This design comes from an exercise in tuning for small area on the open sky130 flow, not from production work.
RTL that was checked went through simulation tests only; none was proved equivalent to the original.
Power is estimated from default activity; no workload was simulated.

// sidAudioPath
module sidAudioPath (
  input  logic                   clk,
  input  logic                   rst,
  input  logic                   sampleValid,
  input  sidPkg::voice_t         voice0,
  input  sidPkg::voice_t         voice1,
  input  sidPkg::voice_t         voice2,
  input  logic [7:0]             env0,
  input  logic [7:0]             env1,
  input  logic [7:0]             env2,
  input  logic [3-1:0] filterRoute,
  input  sidPkg::filterMode_t    mode,
  input  logic [15:0]            coef,
  input  logic [3:0]             volume,
  output sidPkg::sample_t        audioOut,
  output logic                   audioValid
);
Size: about 650 cells after synthesis, roughly 120 flip-flops, ~110 I/O pins.
==> module sidAudioPath, before the edit <==
module sidAudioPath (
  input  logic                   clk,
  input  logic                   rst,
  input  logic                   sampleValid,
  input  sidPkg::voice_t         voice0,
  input  sidPkg::voice_t         voice1,
  input  sidPkg::voice_t         voice2,
  input  logic [7:0]             env0,
  input  logic [7:0]             env1,
  input  logic [7:0]             env2,
  input  logic [3-1:0] filterRoute,
  input  sidPkg::filterMode_t    mode,
  input  logic [15:0]            coef,
  input  logic [3:0]             volume,
  output sidPkg::sample_t        audioOut,
  output logic                   audioValid
);
  logic [11:0] v0, v1, v2;
  logic [7:0]  e0, e1, e2;    
  logic [2:0]  route;
  logic        busy;
  logic [4:0]  step;
  logic signed [15:0] H;      
  logic signed [17:0] acc;    
  logic signed [15:0] lp;     
  logic [1:0] nF;             
  logic [4:0] xStep, pStep, dRel;
  logic       inF, inFilt, isP, inD, inVol, isVoice;
  logic       opFirst, accStep, filtLast, cStep;
  logic [1:0] ord;            
  logic [2:0] grp;            
  logic [1:0] vIdx;
  logic [2:0] filtPair;
  logic [2:0] rt;             
  assign rt      = sampleValid ? filterRoute : route;
  assign nF      = {1'b0, rt[0]} + {1'b0, rt[1]} + {1'b0, rt[2]};
  assign xStep   = {1'b0, nF, 2'b00};
  assign pStep   = xStep + 5'd9;
  assign dRel    = step - xStep - 5'd10;
  assign inF     = step < xStep;
  assign inFilt  = (step > xStep) && (step < pStep);
  assign isP     = step == pStep;
  assign inD     = (step > pStep) && (step < 5'd22);
  assign inVol   = step >= 5'd22;
  assign isVoice = inF | inD;
  assign cStep   = step == pStep + 5'd1;
  assign filtLast = step == pStep - 5'd1;
  assign accStep = ((step[1:0] == 2'd0) && (step != 5'd0) && (step <= xStep)) ||
                   ((dRel[1:0] == 2'd0) && (step >= pStep + 5'd5) && (step <= 5'd22));
  assign ord     = inF ? step[3:2] : dRel[3:2];
  assign grp     = inF ? rt : ~rt;
  assign opFirst = (inF & (step[1:0] == 2'd0)) | (inD & (dRel[1:0] == 2'd0)) |
                   (step == xStep + 5'd1) | (step == 5'd22);
  assign filtPair = step[2:0] - 3'd1 - {nF[0], 2'b00};   
  always_comb begin
    case (ord)
      2'd0:    vIdx = grp[0] ? 2'd0 : (grp[1] ? 2'd1 : 2'd2);
      2'd1:    vIdx = (grp[0] & grp[1]) ? 2'd1 : 2'd2;
      default: vIdx = 2'd2;
    endcase
  end
  logic signed [17:0] aOp, bOp, sum, res;
  logic               cin, zero, clipOn;
  logic signed [15:0] clip;
  assign zero   = rst | sampleValid;
  assign clipOn = ~accStep | inVol;
  always_comb begin
    aOp = (isP | zero) ? {{2{lp[15]}}, lp} : acc;
    bOp = '0;
    cin = 1'b0;
    if (zero | inFilt) begin
      bOp = ~{{2{lp[15]}}, lp};
      cin = 1'b1;
    end else if (accStep | isP) begin
      bOp = {{2{H[15]}}, H};
    end
  end
  rca #(18) aluAdd (.a(aOp), .b(bOp), .cin(cin), .s(sum));
  always_comb begin
    if (clipOn && !sum[17] && (sum[16] || sum[15]))      res = 18'sh07fff;
    else if (clipOn && sum[17] && !(sum[16] && sum[15])) res = -18'sh08000;
    else                                                 res = sum;
  end
  assign clip = res[15:0];
  logic [11:0]        vSel;
  logic [7:0]         eSel;
  logic signed [15:0] M;
  logic [1:0]         bits;
  logic signed [15:0] hEff;
  logic signed [17:0] mExt, row1, engSum;
  logic signed [15:0] engOut;
  logic [11:0] v0n, v1n, v2n;
  logic [1:0]  e0n, e1n, e2n;
  assign v0n = (voice0 & {12{sampleValid}}) | (v0 & {12{~sampleValid}});
  assign v1n = (voice1 & {12{sampleValid}}) | (v1 & {12{~sampleValid}});
  assign v2n = (voice2 & {12{sampleValid}}) | (v2 & {12{~sampleValid}});
  assign e0n = sampleValid ? env0[1:0] : e0[1:0];
  assign e1n = sampleValid ? env1[1:0] : e1[1:0];
  assign e2n = sampleValid ? env2[1:0] : e2[1:0];
  always_comb begin
    case (vIdx)
      2'd0:    begin vSel = v0n; eSel = {e0[7:2], e0n}; end
      2'd1:    begin vSel = v1n; eSel = {e1[7:2], e1n}; end
      default: begin vSel = v2n; eSel = {e2[7:2], e2n}; end
    endcase
  end
  always_comb begin
    if (inF)         bits = eSel[1:0];
    else if (inD)    bits = eSel[5:4];            
    else if (inFilt) bits = coef[2*filtPair +: 2];
    else if (inVol)  bits = step[0] ? volume[3:2] : volume[1:0];
    else             bits = 2'b00;
  end
  assign M      = isVoice ? {vSel, 4'b0000} : clip;
  assign hEff   = opFirst ? 16'sd0 : H;
  assign mExt   = {{2{M[15]}}, M};
  rca #(18) engAdd1 (.a({{2{hEff[15]}}, hEff}), .b(bits[0] ? mExt : 18'sd0), .cin(1'b0), .s(row1));
  rca #(18) engAdd2 (.a(row1), .b(bits[1] ? {mExt[16:0], 1'b0} : 18'sd0), .cin(1'b0), .s(engSum));
  assign engOut = engSum[17:2];
  always_ff @(posedge clk) begin
    v0 <= v0n;
    v1 <= v1n;
    v2 <= v2n;
    if (sampleValid) begin
      route <= filterRoute;
      e0    <= {env0[1:0], env0[7:2]};   
      e1    <= {env1[1:0], env1[7:2]};
      e2    <= {env2[1:0], env2[7:2]};
    end else begin
      e0 <= {e0[1:0], e0[7:2]};
      e1 <= {e1[1:0], e1[7:2]};
      e2 <= {e2[1:0], e2[7:2]};
    end
    H <= engOut;
  end
  always_ff @(posedge clk) begin
    if (sampleValid | accStep | (filtLast & (mode == 2'd2)) | (isP & (mode == 2'd1)) |
        (cStep & (mode[0] == mode[1]))) begin
      acc <= res;
    end
  end
  always_ff @(posedge clk) begin
    if (rst) begin
      busy       <= 1'b0;
      step       <= '0;
      audioValid <= 1'b0;
    end else begin
      audioValid <= busy & (step == 5'd23);
      if (sampleValid) begin
        busy <= 1'b1;
        step <= 5'd1;
      end else if (busy) begin
        if (step == 5'd23) begin
          busy <= 1'b0;
          step <= '0;
        end else begin
          step <= step + 5'd1;
        end
      end
    end
  end
  always_ff @(posedge clk) begin
    if (rst | (busy & isP)) lp <= clip;
  end
  assign audioOut = H;
endmodule
Settings: LEC_CHECK=0, CAP_MARGIN=0, CORE_MARGIN=2, CORE_UTILIZATION=40, CTS_BUF_LIST=sky130_fd_sc_hd__clkbuf_4, SLEW_MARGIN=0; clock period 25.0 ns.
standard.sh (not shown) runs the stock make flow with config.mk's settings and CLKGATE_MAP_FILE= SYNTH_SCRIPT=/design/flow/synth_recipe.tcl, a recipe that flattens the netlist after the stock synthesis.
==> flow/flow/run.sh <==
#!/bin/bash
# Standard ORFS layout (standard.sh) with two placement/CTS arguments changed:
#  - port buffers use the smallest buffer, sky130_fd_sc_hd__buf_1 (every port is still buffered)
#  - clock tree synthesis with clkbuf_4 and without dummy loads
set -euo pipefail
export BUFFER_PORTS_ARGS="-buffer_cell sky130_fd_sc_hd__buf_1"
export CTS_ARGS="-sink_clustering_enable -repair_clock_nets -buf_list sky130_fd_sc_hd__clkbuf_4 -dont_use_dummy_load"
bash standard.sh finish > flow_make.log 2>&1
Next try:
--- a/flow/design.v
+++ b/flow/design.v
@@ -50,7 +50,5 @@
   logic [1:0] vIdx;
   logic [2:0] filtPair;
-  logic [2:0] rt;             
-  assign rt      = sampleValid ? filterRoute : route;
-  assign nF      = {1'b0, rt[0]} + {1'b0, rt[1]} + {1'b0, rt[2]};
+  assign nF      = {1'b0, route[0]} + {1'b0, route[1]} + {1'b0, route[2]};
   assign xStep   = {1'b0, nF, 2'b00};
   assign pStep   = xStep + 5'd9;
@@ -67,5 +65,5 @@
                    ((dRel[1:0] == 2'd0) && (step >= pStep + 5'd5) && (step <= 5'd22));
   assign ord     = inF ? step[3:2] : dRel[3:2];
-  assign grp     = inF ? rt : ~rt;
+  assign grp     = inF ? route : ~route;
   assign opFirst = (inF & (step[1:0] == 2'd0)) | (inD & (dRel[1:0] == 2'd0)) |
                    (step == xStep + 5'd1) | (step == 5'd22);
@@ -108,17 +106,9 @@
   logic signed [17:0] mExt, row1, engSum;
   logic signed [15:0] engOut;
-  logic [11:0] v0n, v1n, v2n;
-  logic [1:0]  e0n, e1n, e2n;
-  assign v0n = (voice0 & {12{sampleValid}}) | (v0 & {12{~sampleValid}});
-  assign v1n = (voice1 & {12{sampleValid}}) | (v1 & {12{~sampleValid}});
-  assign v2n = (voice2 & {12{sampleValid}}) | (v2 & {12{~sampleValid}});
-  assign e0n = sampleValid ? env0[1:0] : e0[1:0];
-  assign e1n = sampleValid ? env1[1:0] : e1[1:0];
-  assign e2n = sampleValid ? env2[1:0] : e2[1:0];
   always_comb begin
     case (vIdx)
-      2'd0:    begin vSel = v0n; eSel = {e0[7:2], e0n}; end
-      2'd1:    begin vSel = v1n; eSel = {e1[7:2], e1n}; end
-      default: begin vSel = v2n; eSel = {e2[7:2], e2n}; end
+      2'd0:    begin vSel = v0; eSel = e0; end
+      2'd1:    begin vSel = v1; eSel = e1; end
+      default: begin vSel = v2; eSel = e2; end
     endcase
   end
@@ -137,12 +127,14 @@
   assign engOut = engSum[17:2];
   always_ff @(posedge clk) begin
-    v0 <= v0n;
-    v1 <= v1n;
-    v2 <= v2n;
     if (sampleValid) begin
+      v0    <= voice0;
+      v1    <= voice1;
+      v2    <= voice2;
       route <= filterRoute;
-      e0    <= {env0[1:0], env0[7:2]};   
-      e1    <= {env1[1:0], env1[7:2]};
-      e2    <= {env2[1:0], env2[7:2]};
+    end
+    if (sampleValid) begin
+      e0 <= env0;
+      e1 <= env1;
+      e2 <= env2;
     end else begin
       e0 <= {e0[1:0], e0[7:2]};
@@ -164,15 +156,11 @@
       audioValid <= 1'b0;
     end else begin
-      audioValid <= busy & (step == 5'd23);
+      audioValid <= busy & (step == 5'd22);
       if (sampleValid) begin
         busy <= 1'b1;
-        step <= 5'd1;
+        step <= '0;
       end else if (busy) begin
-        if (step == 5'd23) begin
-          busy <= 1'b0;
-          step <= '0;
-        end else begin
-          step <= step + 5'd1;
-        end
+        step <= step + 5'd1;
+        if (step == 5'd23) busy <= 1'b0;
       end
     end
@@ -181,5 +169,5 @@
     if (rst | (busy & isP)) lp <= clip;
   end
-  assign audioOut = H;
+  assign audioOut = engOut;
 endmodule
 module rca #(parameter int W = 16) (
Effect: Wire length shrinks by a few percent; global-route usage is lower by 0.44 points; worst hold slack gets better by 0.032 ns; maximum frequency came out lower by a few percent; utilization goes up by 1.9 points; via count went down by a few percent; combinational power goes up by about a fifth; non-clock buffer count goes up by 23; critical path depth shrinks by 5; first-iteration DRC count went up by a quarter to a third.
No functional check of the RTL was part of the first run of this note.

==> static timing again, ports no longer ideal <==
Ports are ideal in the flow. The routed layouts listed here were re-timed in OpenROAD. Step 1 (the two cells are an assumption about what drives the block):
set clk [get_ports {clk}]
set_driving_cell -lib_cell sky130_fd_sc_hd__clkbuf_16 $clk
set_driving_cell -lib_cell sky130_fd_sc_hd__buf_2 [delete_from_list [all_inputs] $clk]
Step 2 also shifts input and output timing later by t, the mid clock arrival at the registers, as if the neighbouring blocks saw the same clock. Three values: ideal, step 1, step 2; two values: the first two.
run	t, ns	slack for setup (ns)	clock arrival spread, ns	worst slew at a driven data input, ns
the first run	0.544	1.811 / 1.832 / 1.288	0.033 / 0.032	0.04
the second run	0.526	0.501 / 0.477 / 0.477	0.037 / 0.037	0.04
After both steps every run listed still meets setup and hold. The setup slack of the first run, which loses most, moves by +0.021 ns with the drivers and by -0.523 ns with both steps.
